What follows belongs to an exercise in optimizing a design on an open flow for small area and a short achievable clock period; a production flow would make more cautious choices.
Only simulation tests tie the RTL to the original design; equivalence was not proved.
Power figures rest on the tool's default switching activity, not on a simulated workload.

Setup of ember:
// store_trace_monitor
module store_trace_monitor #(
    parameter int DEPTH   = 16,
    parameter int CYCLE_W = 16,
    parameter int CNT_W   = 16
) (
    input  logic               clk,
    input  logic               reset,
    input  logic [31:0]        pc,
    input  logic [31:0]        pc_finished,
    input  logic               memwrite,
    input  logic [31:0]        aluout,
    input  logic [31:0]        writedata,
    output logic               halt,
    output logic               trace_valid,
    input  logic               trace_ready,
    output logic [CYCLE_W-1:0] trace_cycle,
    output logic [31:0]        trace_addr,
    output logic [31:0]        trace_data,
    output logic               done,
    output logic               overflow,
    output logic [CNT_W-1:0]   store_count,
    output logic [CNT_W-1:0]   drop_count
);
For scale: ~2900 cells after synthesis, roughly 250 I/O pins.
clock: 4.5 ns
lec_check: 0
cap_margin: 20
core_margin: 2
core_utilization: 70
cts_buf_list: sky130_fd_sc_hd__clkbuf_8
cts_cluster_diameter: 70
cts_cluster_size: 18
setup_slack_margin: 1.9
slew_margin: 20
tns_end_percent: 5
standard.sh (not shown) runs the stock make flow with config.mk's settings and CLKGATE_MAP_FILE= SYNTH_SCRIPT=/design/flow/synth_recipe.tcl, a recipe that flattens the netlist after the stock synthesis.
==> flow/flow/run.sh <==
#!/bin/bash
# The standard layout with two changes:
#  - buffer_ports makes the port buffers from the smallest plain buffer
#    (timing repair upsizes those on critical paths);
#  - after the standard synthesis, fast_halt.py gives the halt port its own
#    shallow comparator (see there); the layout then runs from that netlist.
set -euo pipefail
R=orfs/results/sky130hd/store_trace_monitor/base
KNOBS=(BUFFER_PORTS_ARGS="-buffer_cell sky130_fd_sc_hd__buf_1")
bash standard.sh "${KNOBS[@]}" synth > standard_synth.log 2>&1
python3 flow/fast_halt.py $R/1_2_yosys.v > fast_halt.log 2>&1
rm -f $R/1_synth.odb $R/1_synth.sdc
bash standard.sh "${KNOBS[@]}" finish > standard_flow.log 2>&1
Other scripts of this flow, unchanged in this note and not shown: flow/flow/fast_halt.py
ember completed every stage of the flow, and the final layout passed the timing, DRC and antenna checks.
Relative to ember, the following input files were edited for fjord:
- changing SETUP_SLACK_MARGIN from 1.9 to 2.0
Findings:
Routed wire length: fjord > ember
On clock network fraction of design power, fjord and ember are neck and neck.
Post-layout minimum cycle time, fjord and ember: higher on ember
Modified inputs, amber compared to fjord
- swapping 70 for 55 in CTS_CLUSTER_DIAMETER
- swapping 2.0 for 2.1 in SETUP_SLACK_MARGIN
Findings:
amber reached the final stage; the timing, DRC and antenna checks on its layout passed. Per the comparison of amber with fjord, minimum clock period after layout flat, global-route usage up 0.31 points, boundary pin count flat, count of non-filler cells in the finished layout up 34, synthesis-to-layout area growth up 1.5 points.

== P ==
The RTL this note starts from:
==> flow/design.v <==
package trace_pkg;
    localparam int          STAMP_W   = 16;
    localparam logic [31:0] NO_FINISH = 32'hffff_ffff;
    typedef struct packed {
        logic [STAMP_W-1:0] cycle;
        logic [31:0]        addr;
        logic [31:0]        data;
    } trace_entry_t;
endpackage
module trace_fifo #(
    parameter int DEPTH = 16,
    parameter int EW    = 80
) (
    input  logic          clk,
    input  logic          reset,
    input  logic          push,
    input  logic          ready,       
    input  logic [EW-1:0] push_entry,
    output logic          valid,       
    output logic          full,
    output logic          last,        
    output logic [EW-1:0] head         
);
    localparam int BD = DEPTH - 1;
    localparam int CW = $clog2(BD + 1);
    logic [EW-1:0] r_mem [0:BD-1];
    logic [BD-1:0] r_wsel, r_rsel;      
    logic [CW-1:0] r_bcnt;
    logic          r_bempty, r_bfull;
    logic          r_hv;
    logic [EW-1:0] r_head;
    logic          w_pop, w_bpush, w_bpop, w_selb, w_selin;
    logic [CW-1:0] w_bcnt_nxt;
    logic [EW-1:0] w_bout;
    assign valid = r_hv;
    assign full  = r_hv & r_bfull;
    assign last  = r_hv & r_bempty;
    assign head  = r_head;
    assign w_pop   = r_hv & ready;
    assign w_selb  = r_hv & ~r_bempty;           
    assign w_selin = push & ~w_selb;             
    assign w_bpush = push & r_hv & ~(ready & r_bempty);
    assign w_bpop  = w_pop & ~r_bempty;
    always_comb begin
        w_bout = '0;
        for (int i = 0; i < BD; i++)
            w_bout = w_bout | ({EW{r_rsel[i]}} & r_mem[i]);
    end
    always_comb begin
        w_bcnt_nxt = r_bcnt;
        if (w_bpush & ~w_bpop) w_bcnt_nxt = r_bcnt + CW'(1);
        else if (~w_bpush & w_bpop) w_bcnt_nxt = r_bcnt - CW'(1);
    end
    always_ff @(posedge clk or negedge reset) begin
        if (!reset) begin
            r_wsel   <= BD'(1);
            r_rsel   <= BD'(1);
            r_bcnt   <= '0;
            r_bempty <= 1'b1;
            r_bfull  <= 1'b0;
            r_hv     <= 1'b0;
            r_head   <= '0;
        end else begin
            if (w_bpush) r_wsel <= {r_wsel[BD-2:0], r_wsel[BD-1]};
            if (w_bpop)  r_rsel <= {r_rsel[BD-2:0], r_rsel[BD-1]};
            r_bcnt   <= w_bcnt_nxt;
            r_bempty <= (w_bcnt_nxt == '0);
            r_bfull  <= (w_bcnt_nxt == CW'(BD));
            r_hv     <= r_hv ? (~ready | ~r_bempty | push) : push;
            if (~r_hv | ready)
                r_head <= ({EW{w_selb}} & w_bout) | ({EW{w_selin}} & push_entry);
        end
    end
    always_ff @(posedge clk) begin
        for (int i = 0; i < BD; i++)
            if (r_wsel[i] & (~r_bfull | ready)) r_mem[i] <= push_entry;
    end
endmodule
module store_trace_monitor #(
    parameter int DEPTH   = 16,
    parameter int CYCLE_W = 16,
    parameter int CNT_W   = 16
) (
    input  logic               clk,
    input  logic               reset,
    input  logic [31:0]        pc,
    input  logic [31:0]        pc_finished,
    input  logic               memwrite,
    input  logic [31:0]        aluout,
    input  logic [31:0]        writedata,
    output logic               halt,
    output logic               trace_valid,
    input  logic               trace_ready,
    output logic [CYCLE_W-1:0] trace_cycle,
    output logic [31:0]        trace_addr,
    output logic [31:0]        trace_data,
    output logic               done,
    output logic               overflow,
    output logic [CNT_W-1:0]   store_count,
    output logic [CNT_W-1:0]   drop_count
);
    localparam int EW = CYCLE_W + 64;
    logic               r_halted, r_done;
    logic [CYCLE_W-1:0] r_stamp;       
    logic [CNT_W-1:0]   r_store_cnt;
    logic [CNT_W-1:0]   r_drop_cnt;
    logic               r_ovf;
    logic               w_hit, w_capture, w_pop, w_push, w_drop;
    logic               w_valid, w_full, w_last;
    logic [EW-1:0]      w_head;
    assign w_hit     = (pc == pc_finished);
    assign halt      = w_hit | r_halted;
    assign w_capture = memwrite & ~halt;
    assign w_pop     = w_valid & trace_ready;
    assign w_push    = w_capture & (~w_full | trace_ready);
    assign w_drop    = w_capture & w_full & ~trace_ready;
    trace_fifo #(.DEPTH(DEPTH), .EW(EW)) u_fifo (
        .clk        (clk),
        .reset      (reset),
        .push       (w_push),
        .ready      (trace_ready),
        .push_entry ({r_stamp, aluout, writedata}),
        .valid      (w_valid),
        .full       (w_full),
        .last       (w_last),
        .head       (w_head)
    );
    always_ff @(posedge clk or negedge reset) begin
        if (!reset) begin
            r_halted    <= 1'b0;
            r_done      <= 1'b0;
            r_stamp     <= CYCLE_W'(1);
            r_store_cnt <= '0;
            r_drop_cnt  <= '0;
            r_ovf       <= 1'b0;
        end else begin
            if (w_hit) r_halted <= 1'b1;
            if (r_halted & (~w_valid | (w_pop & w_last))) r_done <= 1'b1;
            if (~r_halted) r_stamp <= r_stamp + CYCLE_W'(1);
            if (w_push && (r_store_cnt != '1)) r_store_cnt <= r_store_cnt + CNT_W'(1);
            if (w_drop) begin
                r_ovf <= 1'b1;
                if (r_drop_cnt != '1) r_drop_cnt <= r_drop_cnt + CNT_W'(1);
            end
        end
    end
    assign trace_valid = w_valid;
    assign {trace_cycle, trace_addr, trace_data} = w_head;
    assign done        = r_done;
    assign overflow    = r_ovf;
    assign store_count = r_store_cnt;
    assign drop_count  = r_drop_cnt;
endmodule
export LEC_CHECK = 0
export CAP_MARGIN = 20
export CORE_MARGIN = 2
export CORE_UTILIZATION = 40
export SLEW_MARGIN = 20
create_clock -name core_clock -period 4.5 [get_ports {clk}]
run.sh (not shown) runs the stock make flow with config.mk's settings and CLKGATE_MAP_FILE= SYNTH_SCRIPT=/design/flow/synth_recipe.tcl, a recipe that flattens the netlist after the stock synthesis.
Stock flow here: none of the scripts above is used.
[inputs] Q vs P
diff --git a/flow/config.mk b/flow/config.mk
--- a/flow/config.mk
+++ b/flow/config.mk
@@ -9,3 +9,8 @@
 export CORE_MARGIN = 2
-export CORE_UTILIZATION = 40
+export CORE_UTILIZATION = 60
+export CTS_BUF_LIST = sky130_fd_sc_hd__clkbuf_8
+export CTS_CLUSTER_DIAMETER = 45
+export CTS_CLUSTER_SIZE = 18
+export SETUP_SLACK_MARGIN = 1.6
 export SLEW_MARGIN = 20
+export TNS_END_PERCENT = 5
Notes after the runs:
- Taking P as 1.0, Q lands at 1.08 on non-clock buffer count.
- Depth of the CTS H-tree: P vs Q identical
- When Q is measured against P, its worst hold slack turns out 0.045 ns higher.
- Q reports a lower growth of design area from synthesis to finish than P does.
- The wire length of Q was superior to that of P.
- From P to Q the numbers moved as follows: total length of routed met3 wires shows an increase of 2000 um; worst-path maximum fanout rose by 2.
- Destination of the critical timing path = u_fifo.r_bempty: Q; destination of the critical timing path = halt: P
- Relative to P, the final cell area reported for Q is lower.
For R, these inputs were changed with respect to Q:
diff --git a/flow/config.mk b/flow/config.mk
--- a/flow/config.mk
+++ b/flow/config.mk
@@ -9,7 +9,4 @@
 export CORE_MARGIN = 2
-export CORE_UTILIZATION = 60
-export CTS_BUF_LIST = sky130_fd_sc_hd__clkbuf_8
-export CTS_CLUSTER_DIAMETER = 45
-export CTS_CLUSTER_SIZE = 18
-export SETUP_SLACK_MARGIN = 1.6
+export CORE_UTILIZATION = 40
+export SETUP_SLACK_MARGIN = 2.1
 export SLEW_MARGIN = 20
## What came out
- R: switching power of the nets is about 5% higher than what Q reported.
- Summary of R over Q: setup slack of the critical path after layout about even, share of total power in combinational logic about even.
- Measured against each other, Q and R differ in total global routing track utilization, the lower figure coming from R.
- Comparing Q and R, sum of met2 wire segment lengths after detailed routing is higher on R.
- Looking only at total buffers and inverters traversed by the critical path, and setting everything else aside, the lower value of Q and R goes to R.
- Detailed router's first-iteration violation count: Q and R compared, higher one is R
Setup changes, R to S
diff --git a/flow/config.mk b/flow/config.mk
--- a/flow/config.mk
+++ b/flow/config.mk
@@ -9,5 +9,6 @@
 export CORE_MARGIN = 2
-export CORE_UTILIZATION = 40
-export SETUP_SLACK_MARGIN = 2.1
+export CORE_UTILIZATION = 60
+export CTS_BUF_LIST = sky130_fd_sc_hd__clkbuf_8
+export CTS_CLUSTER_DIAMETER = 45
+export CTS_CLUSTER_SIZE = 18
 export SLEW_MARGIN = 20
-export TNS_END_PERCENT = 5
- Sort R and S by detailed-route wire length, descending, and R comes first.
- Portion of total power attributed to the clock network for S: 5.0 points down relative to R
- Compared with R, in S die area lost 33%; time the final worst path needs with I/O delays and setup picked up an extra 1.02 ns; number of core rows lost about 18%; power spent charging and discharging nets lost 6.6%; filler-free cell count of the finished design lost 13%.
- S — overall fraction of global-route tracks in use 9.6 points higher, R as reference
- On S: area growth from synthesis to layout is 5.8 points lower than what R gave.

-- port drivers added, routing unchanged --
The results above use ideal ports. As a check the final layouts listed here were re-extracted and re-timed, cells and wires unchanged. Step 1: set_driving_cell puts a clkbuf_16 on clk and a buf_2 on each other input, an assumption about the parent block. Step 2 moves the port delays by t, midway between the first and last clock arrival at a register: inputs arrive t later, outputs are due t later. That takes back most of the time a late clock gives input paths. Slacks: ideal ports / drivers / drivers and shift; pairs: ideal ports / drivers.
run | shift t [ns] | setup slack, ns | hold slack, ns
ember | 0.790 | 1.754 / 1.713 / 1.122 | 0.221 / 0.192 / 0.441
fjord | 0.797 | 1.777 / 1.740 / 1.161 | 0.222 / 0.184 / 0.440
amber | 0.801 | 1.778 / 1.740 / 1.198 | 0.235 / 0.198 / 0.422
P | 0.808 | 0.544 / 0.516 / 0.516 | 0.159 / 0.145 / 0.451
Q | 0.869 | 1.517 / 1.502 / 0.686 | 0.204 / 0.178 / 0.478
R | 0.830 | 1.515 / 1.472 / 0.999 | 0.151 / 0.102 / 0.458
S | 0.861 | 0.495 / 0.465 / 0.465 | 0.124 / 0.099 / 0.487
After both steps setup and hold are still met in every run listed. For Q, which loses most, drivers alone change the setup slack by -0.015 ns; drivers and shift together by -0.831 ns.
